This is an optimization exercise on Yosys and OpenROAD, whose aim is small area, a short achievable clock period and few clock cycles, not a production implementation.
No functional check of the RTL was part of this run.
No activity file was given, so power comes from the tool's default toggle rates.

--- flow/design.v ---
package hdlcrx_pkg;
   localparam int LEN_W = 13;
   localparam int CNT_W = 32;
   localparam int CSR_IDX_W = 1;
   localparam logic [15:0] FCS_POLY = 16'h8408;
   localparam logic [15:0] FCS_INIT = 16'hFFFF;
   localparam logic [15:0] FCS_GOOD = 16'hF0B8;
   localparam logic [2:0] ST_GOOD     = 3'd0;
   localparam logic [2:0] ST_CRC_ERR  = 3'd1;
   localparam logic [2:0] ST_SHORT    = 3'd2;
   localparam logic [2:0] ST_OVERFLOW = 3'd3;
   localparam logic [2:0] ST_ABORT    = 3'd4;
   function automatic logic [15:0] fcs_update(input logic [15:0] fcs, input logic [7:0] b);
      logic [15:0] c;
      c = fcs ^ {8'h00, b};
      for (int k = 0; k < 8; k++) begin
         c = c[0] ? ((c >> 1) ^ FCS_POLY) : (c >> 1);
      end
      fcs_update = c;
   endfunction
endpackage
module hdlc_rx_deframer (
   input  logic                                 clock,
   input  logic                                 reset,
   input  logic                                 in_valid,
   output logic                                 in_ready,
   input  logic [7:0]                           in_byte,
   output logic                                 rsp_valid,
   input  logic                                 rsp_ready,
   output logic                                 rsp_kind,
   output logic [7:0]                           rsp_data_byte,
   output logic [2:0]                           rsp_frame_status,
   output logic [12:0]                          rsp_frame_length,
   output logic [31:0]                          rsp_good_frames,
   output logic [31:0]                          rsp_error_frames,
   output logic                                 rsp_last_of_input,
   input  logic                                 csr_we,
   input  logic [hdlcrx_pkg::CSR_IDX_W-1:0]     csr_index,
   input  logic [hdlcrx_pkg::LEN_W-1:0]         csr_wdata
);
   logic        seven_ff;
   logic [12:0] lim_ff;
   logic [12:0] lim_in;
   logic        r0_v, r1_v;
   logic [7:0]  r0, r1;
   logic        acc;
   logic        hunt_ff, frame_ff;
   logic [2:0]  ones_ff;
   logic [2:0]  pos_ff;
   logic [6:0]  shift_ff;
   logic [12:0] fbytes_ff;
   logic        done_ff;
   logic        o_v, o_kind, o_last;
   logic [7:0]  o_data;
   logic [2:0]  o_st;
   logic        fold_ff, first_ff;
   logic [15:0] fcs_ff;
   logic [15:0] fcs_cur;
   logic [31:0] good_ff, err_ff;
   logic        w_hunt, w_frame;
   logic [2:0]  w_ones, w_pos;
   logic [7:0]  w_sh;
   logic [7:0]  w_bval;
   logic        w_fb_we;
   logic [12:0] w_fb;
   logic        w_byte_v;
   logic        w_end_v;
   logic [2:0]  w_end_st;
   logic        w_chk;
   logic [12:0] cnt;
   logic [12:0] fb_eff;
   logic        at_lim;
   logic        b, data_v;
   logic [2:0]  ones_n;
   logic        o_free, step, go, emit_byte, emit_end, end_good;
   always_comb begin
      if (csr_wdata < 13'd3) begin
         lim_in = 13'd3;
      end else if (csr_wdata > 13'd4096) begin
         lim_in = 13'd4096;
      end else begin
         lim_in = csr_wdata;
      end
   end
   assign fb_eff = frame_ff ? fbytes_ff : 13'd0;
   assign at_lim = fb_eff >= lim_ff;
   always_comb begin
      w_hunt = hunt_ff;
      w_frame = frame_ff;
      w_ones = ones_ff;
      w_pos = pos_ff;
      w_sh = {1'b0, shift_ff};
      w_fb_we = 1'b0;
      w_fb = fb_eff + 13'd1;
      w_byte_v = 1'b0;
      w_bval = 8'd0;
      w_end_v = 1'b0;
      w_end_st = hdlcrx_pkg::ST_ABORT;
      w_chk = 1'b0;
      cnt = fbytes_ff;
      b = 1'b0;
      data_v = 1'b0;
      ones_n = 3'd0;
      for (int i = 0; i < 8; i++) begin
         if (i < 7 || !seven_ff) begin
            b = r0[i];
            data_v = 1'b0;
            if (b) begin
               ones_n = (w_ones == 3'd7) ? 3'd7 : w_ones + 3'd1;
               if (ones_n == 3'd7) begin
                  if (w_frame) begin
                     w_end_v = 1'b1;
                     w_end_st = hdlcrx_pkg::ST_ABORT;
                     w_chk = 1'b0;
                  end
                  w_hunt = 1'b1;
                  w_frame = 1'b0;
               end else if (!w_hunt) begin
                  data_v = 1'b1;
               end
               w_ones = ones_n;
            end else begin
               if (w_ones == 3'd6) begin
                  if (w_frame) begin
                     w_end_v = 1'b1;
                     if (cnt < 13'd3) begin
                        w_end_st = hdlcrx_pkg::ST_SHORT;
                        w_chk = 1'b0;
                     end else begin
                        w_end_st = hdlcrx_pkg::ST_GOOD;
                        w_chk = 1'b1;
                     end
                  end
                  w_hunt = 1'b0;
                  w_frame = 1'b0;
                  w_pos = 3'd0;
               end else if (w_ones != 3'd5 && !w_hunt) begin
                  data_v = 1'b1;
               end
               w_ones = 3'd0;
            end
            if (data_v) begin
               w_sh[w_pos] = b;
               if (w_pos == 3'd7) begin
                  if (at_lim) begin
                     w_end_v = 1'b1;
                     w_end_st = hdlcrx_pkg::ST_OVERFLOW;
                     w_chk = 1'b0;
                     w_fb_we = 1'b1;
                     w_fb = lim_ff + 13'd1;
                     w_hunt = 1'b1;
                     w_frame = 1'b0;
                  end else begin
                     w_byte_v = 1'b1;
                     w_bval = w_sh;
                     w_fb_we = 1'b1;
                     cnt = fb_eff + 13'd1;
                     w_frame = 1'b1;
                  end
               end
               w_pos = w_pos + 3'd1;
            end
         end
      end
   end
   assign fcs_cur  = fold_ff ? hdlcrx_pkg::fcs_update(first_ff ? hdlcrx_pkg::FCS_INIT : fcs_ff, o_data)
                             : fcs_ff;
   assign end_good = w_chk && (fcs_cur == hdlcrx_pkg::FCS_GOOD);
   assign o_free    = !o_v || rsp_ready;
   assign step      = r0_v && o_free;
   assign emit_byte = w_byte_v && !done_ff;
   assign emit_end  = w_end_v && !emit_byte;
   assign go        = step && !(emit_byte && w_end_v);
   assign in_ready  = !r1_v;
   assign acc       = in_valid && !r1_v;
   always_ff @(posedge clock) begin
      if (reset) begin
         seven_ff <= 1'b0;
         lim_ff <= 13'd4096;
      end else if (csr_we) begin
         if (csr_index == 1'b0) begin
            seven_ff <= csr_wdata[0];
         end else begin
            lim_ff <= lim_in;
         end
      end
   end
   always_ff @(posedge clock) begin
      if (reset) begin
         r0_v <= 1'b0;
         r1_v <= 1'b0;
      end else if (!r0_v || go) begin
         r0_v <= r1_v || acc;
         r1_v <= 1'b0;
      end else if (acc) begin
         r1_v <= 1'b1;
      end
   end
   always_ff @(posedge clock) begin
      if (!r0_v || go) begin
         r0 <= r1_v ? r1 : in_byte;
      end
      if (acc) begin
         r1 <= in_byte;
      end
   end
   always_ff @(posedge clock) begin
      if (reset) begin
         hunt_ff <= 1'b1;
         frame_ff <= 1'b0;
         ones_ff <= 3'd0;
         done_ff <= 1'b0;
      end else if (step) begin
         if (go) begin
            hunt_ff <= w_hunt;
            frame_ff <= w_frame;
            ones_ff <= w_ones;
            done_ff <= 1'b0;
         end else begin
            done_ff <= 1'b1;
         end
      end
   end
   always_ff @(posedge clock) begin
      if (go) begin
         pos_ff <= w_pos;
         shift_ff <= w_sh[6:0];
         if (w_fb_we) begin
            fbytes_ff <= w_fb;
         end
      end
   end
   always_ff @(posedge clock) begin
      if (reset) begin
         o_v <= 1'b0;
      end else if (o_free) begin
         o_v <= step && (emit_byte || w_end_v);
      end
   end
   always_ff @(posedge clock) begin
      if (step) begin
         o_kind <= !emit_byte;
         o_last <= !(emit_byte && w_end_v);
         if (emit_byte) begin
            o_data <= w_bval;
         end
         o_st <= w_chk ? (end_good ? hdlcrx_pkg::ST_GOOD : hdlcrx_pkg::ST_CRC_ERR) : w_end_st;
      end
   end
   always_ff @(posedge clock) begin
      if (reset) begin
         fold_ff <= 1'b0;
      end else begin
         fold_ff <= step && emit_byte;
      end
   end
   always_ff @(posedge clock) begin
      if (step && emit_byte) begin
         first_ff <= !frame_ff;
      end
      if (fold_ff) begin
         fcs_ff <= fcs_cur;
      end
   end
   always_ff @(posedge clock) begin
      if (reset) begin
         good_ff <= 32'd0;
         err_ff <= 32'd0;
      end else if (step && emit_end) begin
         if (end_good) begin
            good_ff <= good_ff + 32'd1;
         end else begin
            err_ff <= err_ff + 32'd1;
         end
      end
   end
   assign rsp_valid = o_v;
   assign rsp_kind = o_kind;
   assign rsp_data_byte = o_data;
   assign rsp_frame_status = o_st;
   assign rsp_frame_length = fbytes_ff;
   assign rsp_good_frames = good_ff;
   assign rsp_error_frames = err_ff;
   assign rsp_last_of_input = o_last;
endmodule
--- flow/run.sh ---
#!/bin/bash
# synth_recipe.tcl (not shown) runs the flow's synth.tcl, then flattens the netlist and writes it again
# the make line also repeats each setting of config.mk as NAME=value (left out here)
make -C /OpenROAD-flow-scripts/flow DESIGN_CONFIG=/design/flow/config.mk WORK_HOME=/design/flow/orfs CLKGATE_MAP_FILE= SYNTH_SCRIPT=/design/flow/synth_recipe.tcl finish
--- flow/config.mk ---
export PLATFORM = sky130hd
export DESIGN_NAME = hdlc_rx_deframer
export DESIGN_NICKNAME = hdlc_rx_deframer
export VERILOG_FILES = /design/flow/design.v
export SDC_FILE = /design/flow/constraint.sdc
export NUM_CORES = 4
export LEC_CHECK = 0
export CAP_MARGIN = 20
export CORE_MARGIN = 2
export CORE_UTILIZATION = 40
export SLEW_MARGIN = 20
--- flow/constraint.sdc ---
create_clock -name core_clock -period 23.0 [get_ports {clock}]
set_input_delay 4.6000 -clock core_clock [delete_from_list [all_inputs] [get_ports {clock}]]
set_output_delay 4.6000 -clock core_clock [all_outputs]
set_load 0.01 [all_outputs]
==> impl_metrics.yaml <==
grt:
  grt_max_degree: 84
  antenna_found_initial: 0
  grt_pass1_vias: 14530
  met3_usage_pct: 3.108
  grt_usage_pct: 25.05
  grt_use_met2_pct: 38.86
  grt_overflow: 0
  grt_pass1_wl_mm: 82.17
  met1_usage_pct: 35.49
  grt_most_used_layer: "met2"
sta:
  slew_headroom_pct: 26.18
  fin_tns_setup_ps: 0
  tightest_slew_ps: 1079
  maxSlewViolCount: 0
  hold_viol: 0
  fmax_mhz: 78.50
  rsz0062_at_grt: "false"
  fin_skew_ps: 13.04
  fin_crit_ps: 12740
  finalCritPeriodShare_pct: 55.39
  setup_viol: 0
detailed_routing:
  vias: 15810
  drt_iter0_drc: 1705
  wl_per_cell_um: 20.72
  postRouteAntennaNets: 0
  vias_per_cell: 6.266
  drt_wl_total_mm: 52.28
  drtPass1Iterations: 6
  drc: 0
worst_hold_path:
  min_path_cells: 2
  hp-class: "reg2reg"
  whs_endpoint: "o_v$_SDFFE_PP0N_"
  hold_start: "r0_v$_SDFFE_PP0P_"
place:
  dp.cells: 2491
  placed_area_mm2: 0.01696
  dp_hpwl_mm: 39.60
  routabilityCongestion: 0.9448
  portBuffers: 118
worst_setup_path:
  reg2reg_from: "ones_ff[0]$_SDFFE_PP0P_"
  slowest_stage: "o41ai_1"
  worst_r2r_endpoint: "good_ff[5]$_SDFFE_PP0P_"
  crit_fanout: 44
  worst-r2r-setup-slack_ps: 10260
  r2r_cells: 42
  crit_top_cell: "ha_1"
  required_ps: 23320
  crit_path_end_kind: "flop"
  max_stage_delay_ps: 980
  worst_setup_path_start_kind: "flop"
  cp.arrival_ps: 13060
  path_class: "reg2reg"
logic_synthesis:
  ys_ff_latch: 157
  synth_enable_flop_cells: 69
  async_reset_ff_share_pct: 0
  synth_nets: 2040
  syn_avg_cell_area_um2: 7.912
  ys.flop_type: "dfxtp_1"
  synth_area_mm2: 0.01542
  ys_warn_count: 1
  ys_types: 115
  yosysSeqAreaShare_pct: 24.86
  syn_inst: 1949
cells_and_area:
  fin_cells: 2523
  n_antenna_cell: 0
  area_growth_pct: 13.96
  design_area_mm2: 0.01757
  num-fill-cells: 3793
  fin_nets: 2090
  drive_gt1_share_pct: 9.692
power:
  swShare_pct: 47.83
  power_density_mw_per_mm2: 78.26
  internal_power_uw: 717.4
  seq_power_share_pct: 24.1
  pwr-share-comb_pct: 54.5
  ir_drop_v: 0.00003964
  power_uw: 1375
  switchingPower_uw: 657.9
  clkPwrFrac_pct: 21.4
  leakagePower_uw: 0.006189
floorplanning:
  start_util_pct: 40.75
  die_h_um: 200.3
  fp.dieArea_mm2: 0.04014
  core_area_mm2: 0.03784
  rows: 71
  ios: 119
  die_w_um: 200.3
cts:
  cts_tree: "yes"
  cts_buffer_depth: 2
  cts.sinks: 157
  h-tree-depth: 4
  clk_pin_slew_ps: 70
  cts_buffers: 17
  clkLatencyLatePin_ps: 440
  cts_hold_buf: 0
  post_cts.repair.setup_buffers: 0
  cts-root-buf: "clkbuf_16"
  post_cts_resize_count: 0
job:
  drv_cap: 0
outcome:
  run_status: "no timing/DRC/antenna violations"
-- worst max-delay path: cells and delay by family, from the launching register on --
kind	cells	cell delay (ps)
compound gates	13	5200
xor+xnor	2	640
fa+ha+maj	9	2020
buf+inv	6	1050
flops	1	490
mux	1	320
simple gates	11	2880
-- registers in the layout (all words and copies together), names as in the netlist, 3 cells and up --
name and flops:
err_ff 32, good_ff 32, fcs_ff 16, fbytes_ff 13
lim_ff 13, o_data 8, r0 8, r1 8
shift_ff 7, o_st 3, ones_ff 3, pos_ff 3
-- final cells by class --
class                      count  area, um2  area share (%)
clock buffer                  20      500.5           2.848
clock inverter                12      112.6          0.6408
inverter                      71      266.5           1.517
multi-input combinational   1612      10880           61.89
sequential                   157       3834           21.82
tap                          511      639.4           3.638
timing repair buffer         140       1344           7.647
-- Yosys cell counts, drive strengths merged, types with 36 or more instances --
master / count / area, um2
a21oi: 122 / 621.9
mux2: 68 / 765.7
nor2: 196 / 740.7
dfxtp: 88 / 1762
nand4: 36 / 240.2
a22oi: 39 / 302.8
ha: 64 / 800.8
clkbuf: 77 / 290.3
edfxtp: 69 / 2072
and3: 40 / 250.2
inv: 70 / 262.8
nand3: 100 / 513.0
nor2b: 51 / 319.1
xnor2: 62 / 543.0
o21ai: 83 / 441.7
nor3: 73 / 396.6
nand2: 150 / 573.1
-- routing by layer --
layer  share of wire (%)  up-vias
met3                 6.3       91
met2                  44      697
met1                  46     7510
li1                    -     7511
met5                   0        -
met4                 3.4        0
-- stage by stage --
stage	util (%)	hold WS [ps]	setup WS, ps
6_report	46.44	487.2	10260
4_1_cts	46.43	487.1	10490
5_1_grt	46.44	501.7	9177
3_5_place_dp	44.81	470.8	10600
2_1_floorplan	-	446.1	13280
3_3_place_gp	44.80	476.9	10900
-- power by group through the flow --
stage	clock (uW)	combinational, uW	sequential, uW
floorplan	0	551	325
global route	311	819	332
detailed placement	0	727	337
CTS	301	730	330
global placement	0	724	337
finish	295	749	331
-- cell families (layout without fill, tap and decap cells) --
group,after synthesis,count (layout),synth area share [%]
mux,94,94,6.735
fa+ha+maj,64,64,5.193
flops,157,157,24.86
buf+inv,180,243,4.844
simple gates,822,822,27.79
xor+xnor,69,69,3.919
compound gates,563,563,26.66
-- worst max-delay path by stage --
stage / slack (ps) / end / startpoint / cells past startpoint
after global placement: 10900 / fbytes_ff[1]$_DFFE_PP_ / r0[0]$_DFFE_PP_ / 40
after floorplan: 13280 / fbytes_ff[0]$_DFFE_PP_ / ones_ff[0]$_SDFFE_PP0P_ / 49
after global routing: 9180 / good_ff[5]$_SDFFE_PP0P_ / ones_ff[0]$_SDFFE_PP0P_ / 42
after detailed placement: 10600 / good_ff[5]$_SDFFE_PP0P_ / ones_ff[0]$_SDFFE_PP0P_ / 42
final: 10260 / good_ff[5]$_SDFFE_PP0P_ / ones_ff[0]$_SDFFE_PP0P_ / 42
after CTS: 10490 / good_ff[5]$_SDFFE_PP0P_ / ones_ff[0]$_SDFFE_PP0P_ / 42
-- layout by cell type (no fill, tap or decap), drive strengths merged, types with 23 or more instances in the layout --
cell type,n
nand3,100
inv,78
nand4,36
or4,26
o211ai,31
nor2b,51
and2,29
o22ai,32
nor3,73
xnor2,62
buf,23
a31oi,25
mux2,68
o21ai,83
ha,64
and3,40
a22oi,39
nor4,34
nor2,196
a21oi,122
nand2,150
dfxtp,88
edfxtp,69
o31ai,27
mux2i,26
clkdlybuf4s50,117

what the ideal ports hide:
The flow's constraints put no driver on any port. The routed layout listed below was extracted and timed again, unchanged, in two steps. Step 1 sets driving cells, clkbuf_16 on the clock port and buf_2 on the other inputs (assumed; they add their load-dependent delay and slew). Step 2, shift: input delay + t, output delay - t, t = (earliest + latest rising clock arrival at the registers) / 2. This alone moves slack from input paths to output paths. Slacks: no drivers / after step 1 / after step 2; pairs: no drivers / after step 1.
t, ns: 0.485
slack for setup (ns): 10.260 / 10.260 / 10.260
worst slew at a driven data input, ns: 0.04
After both steps setup and hold are still met in this run. For this run, drivers alone change the setup slack by 0.000 ns; drivers and shift together by 0.000 ns.
